From an optimization exercise on the open Yosys and OpenROAD flow, aimed at small area, a short achievable clock period and few clock cycles per item; shortcuts taken in it are not production practice.
Function was checked by simulation only, so behaviour that the tests miss may differ from the original.

Setup of the baseline:
// gravity_orientation_classifier_top
module gravity_orientation_classifier_top
#(
  parameter int unsigned FifoDepth = 16
) (
  input  logic               clk_i,
  input  logic               rst_ni,
  input  logic               psel,
  input  logic               penable,
  input  logic               pwrite,
  input  logic        [2:0]  paddr,
  input  logic        [31:0] pwdata,
  output logic        [31:0] prdata,
  output logic               pready,
  input  logic               in_valid_i,
  output logic               in_ready_o,
  input  logic signed [15:0] gravity_x_i,
  input  logic signed [15:0] gravity_y_i,
  input  logic signed [15:0] gravity_z_i,
  input  logic        [31:0] time_ms_i,
  input  logic               is_gravity_type_i,
  output logic               out_valid_o,
  input  logic               out_ready_i,
  output logic        [2:0]  orientation_o,
  output logic signed [9:0]  angle_deg_o,
  output logic               is_flat_o
);
Settings: LEC_CHECK=0, ABC_AREA=1, CAP_MARGIN=20, CORE_MARGIN=2, CORE_UTILIZATION=40, CTS_CLUSTER_DIAMETER=100, CTS_CLUSTER_SIZE=30, SLEW_MARGIN=20; clock period 10.0 ns.
standard.sh (not shown) runs the stock make flow with config.mk's settings and CLKGATE_MAP_FILE= SYNTH_SCRIPT=/design/flow/synth_recipe.tcl, a recipe that flattens the netlist after the stock synthesis.
==> flow/flow/run.sh <==
#!/bin/bash
set -euo pipefail
export SETUP_SLACK_MARGIN=6.4
bash standard.sh > standard.log 2>&1
Testbench counts of the baseline, summed over its fixed seeds: cycles 2,703, items 1,797.
> inputs changed (the baseline -> the candidate)
diff --git a/flow/design.v b/flow/design.v
--- a/flow/design.v
+++ b/flow/design.v
@@ -1578,18 +1578,28 @@
   logic [15:0] xs0_q, ys0_q, zs0_q;
   logic [31:0] t0_q;
   logic [32:0] tm0_q;    
   logic        g0_q;
   assign in_ready_o = in_rdy_q;
   assign in_acc = in_valid_i && in_rdy_q;
+  logic [16:0] tm_lo;
+  logic [15:0] t_hi_dec;
+  logic [32:0] tm_d;
+  always_comb begin
+    tm_lo    = {1'b0, time_ms_i[15:0]} - {1'b0, min_q};
+    t_hi_dec = time_ms_i[31:16] - 16'd1;
+    tm_d[15:0]  = tm_lo[15:0];
+    tm_d[31:16] = tm_lo[16] ? t_hi_dec : time_ms_i[31:16];
+    tm_d[32]    = tm_lo[16] && (time_ms_i[31:16] == 16'd0);
+  end
   always_ff @(posedge clk_i) begin
     xs0_q <= {gravity_x_i[15], gravity_x_i[14:0] ^ {15{gravity_x_i[15]}}};
     ys0_q <= {gravity_y_i[15], gravity_y_i[14:0] ^ {15{gravity_y_i[15]}}};
     zs0_q <= {gravity_z_i[15], gravity_z_i[14:0] ^ {15{gravity_z_i[15]}}};
     t0_q  <= time_ms_i;
-    tm0_q <= {1'b0, time_ms_i} - {17'b0, min_q};
+    tm0_q <= tm_d;
     g0_q  <= is_gravity_type_i;
   end
   logic               pass, take;
   logic [31:0]        last_q;
   logic               t_ge, tm_ge;
   logic               xpos, yzero, sig0;
@@ -1652,14 +1662,15 @@
       xpos_p[k] <= xpos_p[k-1];
       flat_p[k] <= (k == FlatStage) ? flat_t : flat_p[k-1];
     end
   end
   assign flat_p[0] = 1'b0;
   localparam int unsigned BW14 = BWidth[14*8 +: 8];
-  logic signed [25:0]   pa_q, p1_q, v_lo, v_hi;
+  logic signed [25:0]   pa_q, p1_q, v_lo;
   logic signed [9:0]    w_q;    
+  logic                 inc_q;  
   logic                 zero_e, flat_e, v_e1;
   logic signed [BW14-1:0] b14, db14, b15;
   logic                 pos14, pos15;
   always_ff @(posedge clk_i) begin
     pa_q <= atan_sum0({xpos_p[NCell-2], s_p[NCell-2][3:0]}) + atan_sum1(s_p[NCell-2][7:4]);
     p1_q <= pa_q + atan_sum2(s_p[NCell-1][11:8]);
@@ -1668,23 +1679,23 @@
     b14   = b_p[NCell][BW14-1:0];
     pos14 = !b14[BW14-1];
     db14  = BW14'(a_p[NCell] >> 14);
     b15   = b14 + (db14 ^ {BW14{pos14}}) + BW14'(pos14);
     pos15 = !b15[BW14-1];
     v_lo  = p1_q + atan_sum3({pos14, s_p[NCell][13:12]});
-    v_hi  = v_lo + 26'sd230;
   end
   always_ff @(posedge clk_i) begin
-    w_q    <= pos15 ? v_hi[25:16] : v_lo[25:16];
+    w_q    <= v_lo[25:16];
+    inc_q  <= pos15 && (v_lo[15:0] >= 16'd65306);
     zero_e <= (a_p[NCell][AW-1:14] == '0);    
     flat_e <= flat_p[NCell];
   end
   logic signed [10:0] d_raw, d;
   logic [8:0]         word;    
   always_comb begin
-    d_raw = 11'sd90 - 11'(w_q);
+    d_raw = 11'sd90 - 11'(w_q) - 11'(inc_q);
     d = d_raw;
     if (d_raw < 0) d = d_raw + 11'sd360;
     else if (d_raw >= 11'sd360) d = d_raw - 11'sd360;
     if (zero_e) d = 11'sd270;
     if (flat_e) word = 9'h1FF;
     else        word = d[8:0];
@@ -1725,14 +1736,12 @@
     end
   end
   logic [FifoDepth:0] fv_q;
   logic [8:0]         fd_q [1:FifoDepth-1];
   logic [9:0]         hd_q;
   logic [2:0]         fo_q;
-  logic [8:0]         head_w;
-  logic               head_ld;
   assign push = v_e1;
   assign pop = fv_q[0] && out_ready_i;
   always_ff @(posedge clk_i or negedge rst_ni) begin
     if (!rst_ni) begin
       fv_q <= '0;
     end else begin
@@ -1743,31 +1752,26 @@
       fv_q[FifoDepth] <= 1'b0;
     end
   end
   function automatic logic [9:0] angle_of(input logic [8:0] w);
     angle_of = (w == 9'h1FF) ? 10'h3FF : {1'b0, w};
   endfunction
+  logic [9:0] hd_pop, hd_keep;
+  logic [2:0] fo_pop, fo_keep;
   always_comb begin
-    head_ld = 1'b1;
-    head_w = word;
-    if (push && (pop ? (fv_q[0] && !fv_q[1]) : !fv_q[0])) head_w = word;
-    else if (pop) head_w = fd_q[1];
-    else head_ld = 1'b0;
+    hd_pop  = fv_q[1] ? angle_of(fd_q[1]) : angle_of(word);
+    fo_pop  = fv_q[1] ? orient_of(angle_of(fd_q[1])) : orient_of(angle_of(word));
+    hd_keep = fv_q[0] ? hd_q : angle_of(word);
+    fo_keep = fv_q[0] ? fo_q : orient_of(angle_of(word));
   end
   always_ff @(posedge clk_i) begin
-    if (head_ld) begin
-      hd_q <= angle_of(head_w);
-      fo_q <= orient_of(angle_of(head_w));
-    end
+    hd_q <= pop ? hd_pop : hd_keep;
+    fo_q <= pop ? fo_pop : fo_keep;
     for (int j = 1; j < FifoDepth; j++) begin
-      if (push && (pop ? (fv_q[j] && !fv_q[j+1])
-                       : (!fv_q[j] && fv_q[j-1]))) begin
-        fd_q[j] <= word;
-      end else if (pop && j + 1 < FifoDepth) begin
-        fd_q[j] <= fd_q[j+1];
-      end
+      if (pop) fd_q[j] <= (j + 1 < FifoDepth && fv_q[j+1]) ? fd_q[j+1] : word;
+      else     fd_q[j] <= fv_q[j] ? fd_q[j] : word;
     end
   end
   assign out_valid_o   = fv_q[0];
   assign orientation_o = fo_q;
   assign angle_deg_o   = hd_q;
   assign is_flat_o     = hd_q[9];
Results
The candidate did not stop at any stage, and its layout met the timing, design-rule and antenna checks.
The candidate against the baseline; mean number of vias per cell is up slightly.
Summary — routed metal-1 wirelength, the candidate relative to the baseline: higher, by 1.8%.
Of the baseline and the candidate, the baseline shows the lower die area, with the candidate above it.
Diff the baseline -> the candidate | total length of routed met2 wires | up slightly
Cell area after synthesis grows slightly when moving from the baseline to the candidate.
Testbench counts of the candidate, summed over its fixed seeds: cycles 2,703, items 1,797.

========
## 04-15
gravity_orientation_classifier_top again, from the RTL that the note above started with.
Design gravity_orientation_classifier_top, start of the top module:
module gravity_orientation_classifier_top
#(
  parameter int unsigned FifoDepth = 16
) (
  input  logic               clk_i,
  input  logic               rst_ni,
  input  logic               psel,
  input  logic               penable,
  input  logic               pwrite,
  input  logic        [2:0]  paddr,
  input  logic        [31:0] pwdata,
  output logic        [31:0] prdata,
  output logic               pready,
  input  logic               in_valid_i,
  output logic               in_ready_o,
  input  logic signed [15:0] gravity_x_i,
  input  logic signed [15:0] gravity_y_i,
  input  logic signed [15:0] gravity_z_i,
  input  logic        [31:0] time_ms_i,
  input  logic               is_gravity_type_i,
  output logic               out_valid_o,
  input  logic               out_ready_i,
  output logic        [2:0]  orientation_o,
  output logic signed [9:0]  angle_deg_o,
  output logic               is_flat_o
);
==> flow/config.mk <==
export PLATFORM = sky130hd
export DESIGN_NAME = gravity_orientation_classifier_top
export DESIGN_NICKNAME = gravity_orientation_classifier_top
export VERILOG_FILES = /design/flow/design.v
export SDC_FILE = /design/flow/constraint.sdc
export NUM_CORES = 4
export LEC_CHECK = 0
export ABC_AREA = 1
export CAP_MARGIN = 20
export CORE_MARGIN = 2
export CORE_UTILIZATION = 40
export CTS_CLUSTER_DIAMETER = 100
export CTS_CLUSTER_SIZE = 30
export SLEW_MARGIN = 20
==> flow/constraint.sdc <==
create_clock -name core_clock -period 10.0 [get_ports {clk_i}]
set_input_delay 2.0000 -clock core_clock [delete_from_list [all_inputs] [get_ports {clk_i}]]
set_output_delay 2.0000 -clock core_clock [all_outputs]
set_load 0.01 [all_outputs]
==> flow/flow/run.sh <==
#!/bin/bash
set -euo pipefail
export SETUP_SLACK_MARGIN=6.2
bash standard.sh > standard.log 2>&1
Both conditions hold for 04-15: the flow ran to the end and the final layout passed the timing, design-rule and antenna checks.
Testbench counts of 04-15, summed over its fixed seeds: cycles 2,703, items 1,797.
Inputs modified between 04-15 and 03-09:
--- a/flow/design.v
+++ b/flow/design.v
@@ -1646,51 +1646,52 @@
       .b_o   (b_p[k]),
       .sig_o (s_p[k])
     );
   end
   always_ff @(posedge clk_i) begin
     for (int k = 1; k <= NCell; k++) begin
       xpos_p[k] <= xpos_p[k-1];
       flat_p[k] <= (k == FlatStage) ? flat_t : flat_p[k-1];
     end
   end
   assign flat_p[0] = 1'b0;
   localparam int unsigned BW14 = BWidth[14*8 +: 8];
-  logic signed [25:0]   pa_q, p1_q, v_lo, v_hi;
+  logic signed [25:0]   pa_q, p1_q, v_lo;
   logic signed [9:0]    w_q;    
+  logic                 inc_q;  
   logic                 zero_e, flat_e, v_e1;
   logic signed [BW14-1:0] b14, db14, b15;
   logic                 pos14, pos15;
   always_ff @(posedge clk_i) begin
     pa_q <= atan_sum0({xpos_p[NCell-2], s_p[NCell-2][3:0]}) + atan_sum1(s_p[NCell-2][7:4]);
     p1_q <= pa_q + atan_sum2(s_p[NCell-1][11:8]);
   end
   always_comb begin
     b14   = b_p[NCell][BW14-1:0];
     pos14 = !b14[BW14-1];
     db14  = BW14'(a_p[NCell] >> 14);
     b15   = b14 + (db14 ^ {BW14{pos14}}) + BW14'(pos14);
     pos15 = !b15[BW14-1];
     v_lo  = p1_q + atan_sum3({pos14, s_p[NCell][13:12]});
-    v_hi  = v_lo + 26'sd230;
   end
   always_ff @(posedge clk_i) begin
-    w_q    <= pos15 ? v_hi[25:16] : v_lo[25:16];
+    w_q    <= v_lo[25:16];
+    inc_q  <= pos15 && (v_lo[15:0] >= 16'd65306);
     zero_e <= (a_p[NCell][AW-1:14] == '0);    
     flat_e <= flat_p[NCell];
   end
   logic signed [10:0] d_raw, d;
   logic [8:0]         word;    
   always_comb begin
-    d_raw = 11'sd90 - 11'(w_q);
+    d_raw = 11'sd90 - 11'(w_q) - 11'(inc_q);
     d = d_raw;
     if (d_raw < 0) d = d_raw + 11'sd360;
     else if (d_raw >= 11'sd360) d = d_raw - 11'sd360;
     if (zero_e) d = 11'sd270;
     if (flat_e) word = 9'h1FF;
     else        word = d[8:0];
   end
   logic [CW-1:0] cred_q, cred_b, cred_d;
   logic          drop_q, pop, push;
   logic          rdy_00, rdy_01, rdy_10, rdy_11, rdy_d;
   always_comb begin
     cred_b = cred_q - CW'(drop_q);
@@ -1737,35 +1738,43 @@
       fv_q <= '0;
     end else begin
       for (int j = 0; j < FifoDepth; j++) begin
         if (pop) fv_q[j] <= push ? fv_q[j] : fv_q[j+1];
         else     fv_q[j] <= fv_q[j] || (push && (j == 0 || fv_q[j-1]));
       end
       fv_q[FifoDepth] <= 1'b0;
     end
   end
   function automatic logic [9:0] angle_of(input logic [8:0] w);
     angle_of = (w == 9'h1FF) ? 10'h3FF : {1'b0, w};
   endfunction
+  logic [2:0] head_o;
   always_comb begin
     head_ld = 1'b1;
     head_w = word;
-    if (push && (pop ? (fv_q[0] && !fv_q[1]) : !fv_q[0])) head_w = word;
-    else if (pop) head_w = fd_q[1];
-    else head_ld = 1'b0;
+    head_o = orient_of(angle_of(word));
+    if (push && (pop ? (fv_q[0] && !fv_q[1]) : !fv_q[0])) begin
+      head_w = word;
+      head_o = orient_of(angle_of(word));
+    end else if (pop) begin
+      head_w = fd_q[1];
+      head_o = orient_of(angle_of(fd_q[1]));
+    end else begin
+      head_ld = 1'b0;
+    end
   end
   always_ff @(posedge clk_i) begin
     if (head_ld) begin
       hd_q <= angle_of(head_w);
-      fo_q <= orient_of(angle_of(head_w));
+      fo_q <= head_o;
     end
     for (int j = 1; j < FifoDepth; j++) begin
       if (push && (pop ? (fv_q[j] && !fv_q[j+1])
                        : (!fv_q[j] && fv_q[j-1]))) begin
         fd_q[j] <= word;
       end else if (pop && j + 1 < FifoDepth) begin
         fd_q[j] <= fd_q[j+1];
       end
     end
   end
   assign out_valid_o   = fv_q[0];
   assign orientation_o = fo_q;
Findings:
- For register bit count reported by yosys, 03-09 and 04-15 come out practically identical.
- On fraction of met1 tracks used by global routing, 03-09 and 04-15 are neck and neck.
- The final layout from 03-09, which completed every stage, passed the timing, design-rule and antenna checks at the end of the flow.
- Going from 04-15 to 03-09, the critical path depth was found to have gone up by 11.
- 03-09 -> 04-15: setup slack flat
- Row wire length of the first global-routing pass: 03-09 higher / 04-15 lower
- Compared with 04-15, in 03-09 initial standard-cell utilization of the core has remained practically unchanged, number of multi-input combinational cells increased about 1.8%.
- The clock period minus final worst setup slack on 04-15 is in line with that on 03-09.
- Side by side, met3 usage in global routing turned out higher in 03-09 than in 04-15.
Testbench counts of 03-09, summed over its fixed seeds: cycles 2,703, items 1,797.

==> static timing again, ports no longer ideal <==
Ports are ideal in the flow. The routed layouts listed here were re-timed in OpenROAD.
Step 1 assumes that a clkbuf_16 drives the clock port and a buf_2 every other input.
Step 2 also shifts input and output timing later by t, the mid clock arrival at the registers, as if the neighbouring blocks saw the same clock.
a / b / c = no drivers / after step 1 / after step 2; a / b = the first two.
| run | t, ns | setup slack, ns | hold WS [ns] | worst register clock-pin slew, ns |
|---|---|---|---|---|
| the baseline | 0.792 | 6.362 / 6.360 / 5.567 | 0.327 / 0.327 / 0.327 | 0.12 / 0.12 |
| the candidate | 0.809 | 6.420 / 6.334 / 5.663 | 0.308 / 0.308 / 0.308 | 0.12 / 0.12 |
| 04-15 | 0.795 | 6.297 / 6.197 / 5.402 | 0.317 / 0.317 / 0.317 | 0.12 / 0.12 |
| 03-09 | 0.801 | 6.300 / 6.264 / 5.544 | 0.321 / 0.321 / 0.321 | 0.12 / 0.12 |
After both steps setup and hold are still met in every run listed. The setup slack of 04-15, which loses most, moves by -0.100 ns with the drivers and by -0.895 ns with both steps.
